Source: an optimization exercise on an open RTL-to-GDS flow (aim: small area and a short achievable clock period). Production flows keep margins and buffers that such runs may drop. Only simulation tests tie the RTL to the original design; equivalence was not proved. Power figures rest on the tool's default switching activity, not on a simulated workload.

Setup of build 15:
Design init_cmd_store, start of the top module:
module init_cmd_store #(
  parameter int                DATA_W    = 24,
  parameter int                ADDR_W    = 6,
  parameter                    INIT_FILE = "adv7611.mif",
  parameter logic [DATA_W-1:0] END_CODE  = {DATA_W{1'b1}}
) (
  input  logic              clk,
  input  logic              rst,
  input  logic              host_we,
  input  logic [ADDR_W-1:0] host_addr,
  input  logic [DATA_W-1:0] host_wdata,
  output logic [DATA_W-1:0] host_rdata,
  input  logic              start,
  input  logic [ADDR_W-1:0] start_addr,
  input  logic              abort,
  output logic              busy,
  output logic              done,
  output logic [1:0]        status,
  output logic [ADDR_W:0]   count,
  output logic              m_valid,
  output logic [DATA_W-1:0] m_data,
  input  logic              m_ready
);
For scale: about 3600 cells after synthesis, about 1700 flip-flops.
Settings: LEC_CHECK=0, CAP_MARGIN=20, CORE_MARGIN=2, CORE_UTILIZATION=58, CTS_CLUSTER_DIAMETER=60, CTS_CLUSTER_SIZE=20, PLACE_DENSITY=0.68, SETUP_SLACK_MARGIN=1.4, SLEW_MARGIN=20, SYNTH_HIERARCHICAL=1, SYNTH_MINIMUM_KEEP_SIZE=0, TNS_END_PERCENT=10; clock period 4.0 ns.
standard.sh (not shown) runs the stock make flow with config.mk's settings and CLKGATE_MAP_FILE= SYNTH_SCRIPT=/design/flow/synth_recipe.tcl, a recipe that flattens the netlist after the stock synthesis.
==> flow/flow/run.sh <==
#!/bin/bash
# Standard ORFS layout, with the port buffers made as plain buf_4 cells
# instead of the delay-buffer cell buffer_ports picks by default.
set -euo pipefail
bash standard.sh BUFFER_PORTS_ARGS="-buffer_cell sky130_fd_sc_hd__buf_4" finish > standard.log 2>&1
[inputs] build 44 vs build 15
# build 15
export LEC_CHECK = 0
export CAP_MARGIN = 20
export CORE_MARGIN = 2
export CORE_UTILIZATION = 58
export CTS_CLUSTER_DIAMETER = 60
export CTS_CLUSTER_SIZE = 20
export PLACE_DENSITY = 0.68
export SETUP_SLACK_MARGIN = 1.4
export SLEW_MARGIN = 20
export SYNTH_HIERARCHICAL = 1
export SYNTH_MINIMUM_KEEP_SIZE = 0
export TNS_END_PERCENT = 10
create_clock -name core_clock -period 4.0 [get_ports {clk}]
# build 44
export LEC_CHECK = 0
export CAP_MARGIN = 20
export CORE_MARGIN = 2
export CORE_UTILIZATION = 50
export SETUP_SLACK_MARGIN = 1.6
export SLEW_MARGIN = 20
export SYNTH_HIERARCHICAL = 1
export SYNTH_MINIMUM_KEEP_SIZE = 0
create_clock -name core_clock -period 4.0 [get_ports {clk}]
==> flow/run.sh (new file) <==
#!/bin/bash
# synth_recipe.tcl (not shown) runs the flow's synth.tcl, then flattens the netlist and writes it again
# the make line also repeats each setting of config.mk as NAME=value (left out here)
make -C /OpenROAD-flow-scripts/flow DESIGN_CONFIG=/design/flow/config.mk WORK_HOME=/design/flow/orfs CLKGATE_MAP_FILE= SYNTH_SCRIPT=/design/flow/synth_recipe.tcl finish
removed: flow/flow/run.sh
removed: flow/standard.sh
## What came out
Going from build 15 to build 44, wire length grew by 14%, amount of wire on met3 after detailed routing grew by 6.4 mm, number of buffers inserted during clock tree synthesis grew by 54.
Build 15 -> build 44: count of placed standard cells in the final layout, fillers left out increased by more than 10%
For build 96, these inputs were changed with respect to build 44:
# build 44
export LEC_CHECK = 0
export CAP_MARGIN = 20
export CORE_MARGIN = 2
export CORE_UTILIZATION = 50
export SETUP_SLACK_MARGIN = 1.6
export SLEW_MARGIN = 20
export SYNTH_HIERARCHICAL = 1
export SYNTH_MINIMUM_KEEP_SIZE = 0
create_clock -name core_clock -period 4.0 [get_ports {clk}]
# build 96
export LEC_CHECK = 0
export CAP_MARGIN = 20
export CORE_MARGIN = 2
export CORE_UTILIZATION = 50
export CTS_CLUSTER_DIAMETER = 60
export CTS_CLUSTER_SIZE = 20
export SETUP_SLACK_MARGIN = 1.2
export SLEW_MARGIN = 20
export SYNTH_HIERARCHICAL = 1
export SYNTH_MINIMUM_KEEP_SIZE = 0
export TNS_END_PERCENT = 10
create_clock -name core_clock -period 4.0 [get_ports {clk}]
==> flow/flow/run.sh (new file) <==
#!/bin/bash
# Standard ORFS layout, with the port buffers made as plain buf_4 cells
# instead of the delay-buffer cell buffer_ports picks by default.
set -euo pipefail
bash standard.sh BUFFER_PORTS_ARGS="-buffer_cell sky130_fd_sc_hd__buf_4" finish > standard.log 2>&1
==> flow/standard.sh (new file) <==
#!/bin/bash
# synth_recipe.tcl (not shown) runs the flow's synth.tcl, then flattens the netlist and writes it again
# the make line also repeats each setting of config.mk as NAME=value (left out here)
make -C /OpenROAD-flow-scripts/flow DESIGN_CONFIG=/design/flow/config.mk WORK_HOME=/design/flow/orfs CLKGATE_MAP_FILE= SYNTH_SCRIPT=/design/flow/synth_recipe.tcl "${@:-finish}"
removed: flow/run.sh
[summary]
- Comparing HPWL reported at the end of detailed placement for build 96 and build 44, the smaller number came from build 96.
- Build 96 against build 44: fraction of standard cell area that is sequential went up, global placement routability congestion went down.
- Of build 96 and build 44, it is build 96 that has the lower clock skew.
- Relative to build 44, build 96 improves worst hold slack.
- Against build 44, build 96 comes in 8.8 mm lower on routed length on met3.
- Compared with build 44, design area in build 96 decreased by a little under 10%.
- When build 96 is measured against build 44, its switching power turns out 5.0% lower.

* * *

## run 1
init_cmd_store again, from the RTL that the note above started with.
Settings: LEC_CHECK=0, CAP_MARGIN=20, CORE_MARGIN=2, CORE_UTILIZATION=50, CTS_CLUSTER_DIAMETER=60, CTS_CLUSTER_SIZE=24, SETUP_SLACK_MARGIN=1.4, SLEW_MARGIN=20, SYNTH_HIERARCHICAL=1, SYNTH_MINIMUM_KEEP_SIZE=0, TNS_END_PERCENT=10; clock period 4.0 ns.
==> flow/flow/run.sh <==
#!/bin/bash
# Standard ORFS layout, with the port buffers made as plain buf_4 cells
# instead of the delay-buffer cell buffer_ports picks by default.
set -euo pipefail
bash standard.sh BUFFER_PORTS_ARGS="-buffer_cell sky130_fd_sc_hd__buf_4" finish > standard.log 2>&1
Run 1 | status: complete | timing, DRC, antenna: pass
### run 1 -> run 2
- CTS_CLUSTER_SIZE now 20, was 24
Findings:
The total of clock buffers placed in the layout in run 2 was higher than what run 1 gave.
The clock skew in run 2 sits 0.015 ns below the value recorded for run 1.
Between run 1 and run 2, the number of standard cells in the final layout excluding fillers is lower for run 2.
Diff run 1 -> run 2 | total length of routed met2 wires | increase of 580 um
Worst setup slack improves in run 2 relative to run 1.
Run 2 against run 1; sum of met3 wire segment lengths after detailed routing is up slightly.
| cell-internal power | lower: run 1 |
Run 1 -> run 2: multi-input logic portion of the cell area flat
Relative to run 1, the final cell area reported for run 2 is lower.
Input-level comparison between run 3 and run 2:
- SETUP_SLACK_MARGIN: 1.4 -> 1.6
- TNS_END_PERCENT: 10 -> unset
==> comparison <==
Worst reg2reg path depth: run 2 vs run 3 identical
Lower total power consumption of the routed design was reported by run 2, not run 3.
Run 3 vs. run 2: insertion delay of the later-clocked pin in the worst-skew pair neither gained nor lost much; worst-case register-to-register setup slack picked up an extra 0.04 ns; maximum achievable frequency lost about 1.8%.
[compare] base=run 2 new=run 3: fraction of area in multi-input gates saw an increase, core utilization shows an increase of 2.6 points.
Run 2 → run 3: total via count after detailed routing went up 2424, global-route wire length before repair increased about 5.6%.
--- input diff run 3..run 4 ---
- TNS_END_PERCENT newly set to 3
Compared with run 3, in run 4 post-placement setup slack up 0.20 ns; post-route worst setup slack down 0.076 ns; largest incremental delay on the critical path down 0.10 ns.

[port drivers added, routing unchanged]
The flow's constraints put no driver on any port. The routed layouts listed below were extracted and timed again, unchanged, in two steps. Step 1, drivers: a clkbuf_16 drives clk and a buf_2 each remaining input, both assumed. Step 2, shift: input delay + t, output delay - t, t = (earliest + latest rising clock arrival at the registers) / 2. This alone moves slack from input paths to output paths. a / b / c = no drivers / after step 1 / after step 2; a / b = the first two.
| run | t (ns) | slack for setup (ns) | worst slew at a driven data input, ns |
|---|---|---|---|
| build 15 | 0.836 | 0.898 / 0.871 / 0.035 | 0.30 |
| build 44 | 0.903 | 1.011 / 1.011 / 0.194 | 0.17 |
| build 96 | 0.859 | 0.889 / 0.889 / 0.030 | 0.14 |
| run 1 | 0.887 | 1.017 / 0.972 / 0.084 | 0.15 |
| run 2 | 0.869 | 1.056 / 0.993 / 0.124 | 0.17 |
| run 3 | 0.865 | 1.002 / 0.964 / 0.098 | 0.23 |
| run 4 | 0.858 | 0.926 / 0.928 / 0.070 | 0.18 |
After both steps setup and hold are still met in every run listed. The setup slack of run 1, which loses most, moves by -0.045 ns with the drivers and by -0.933 ns with both steps.
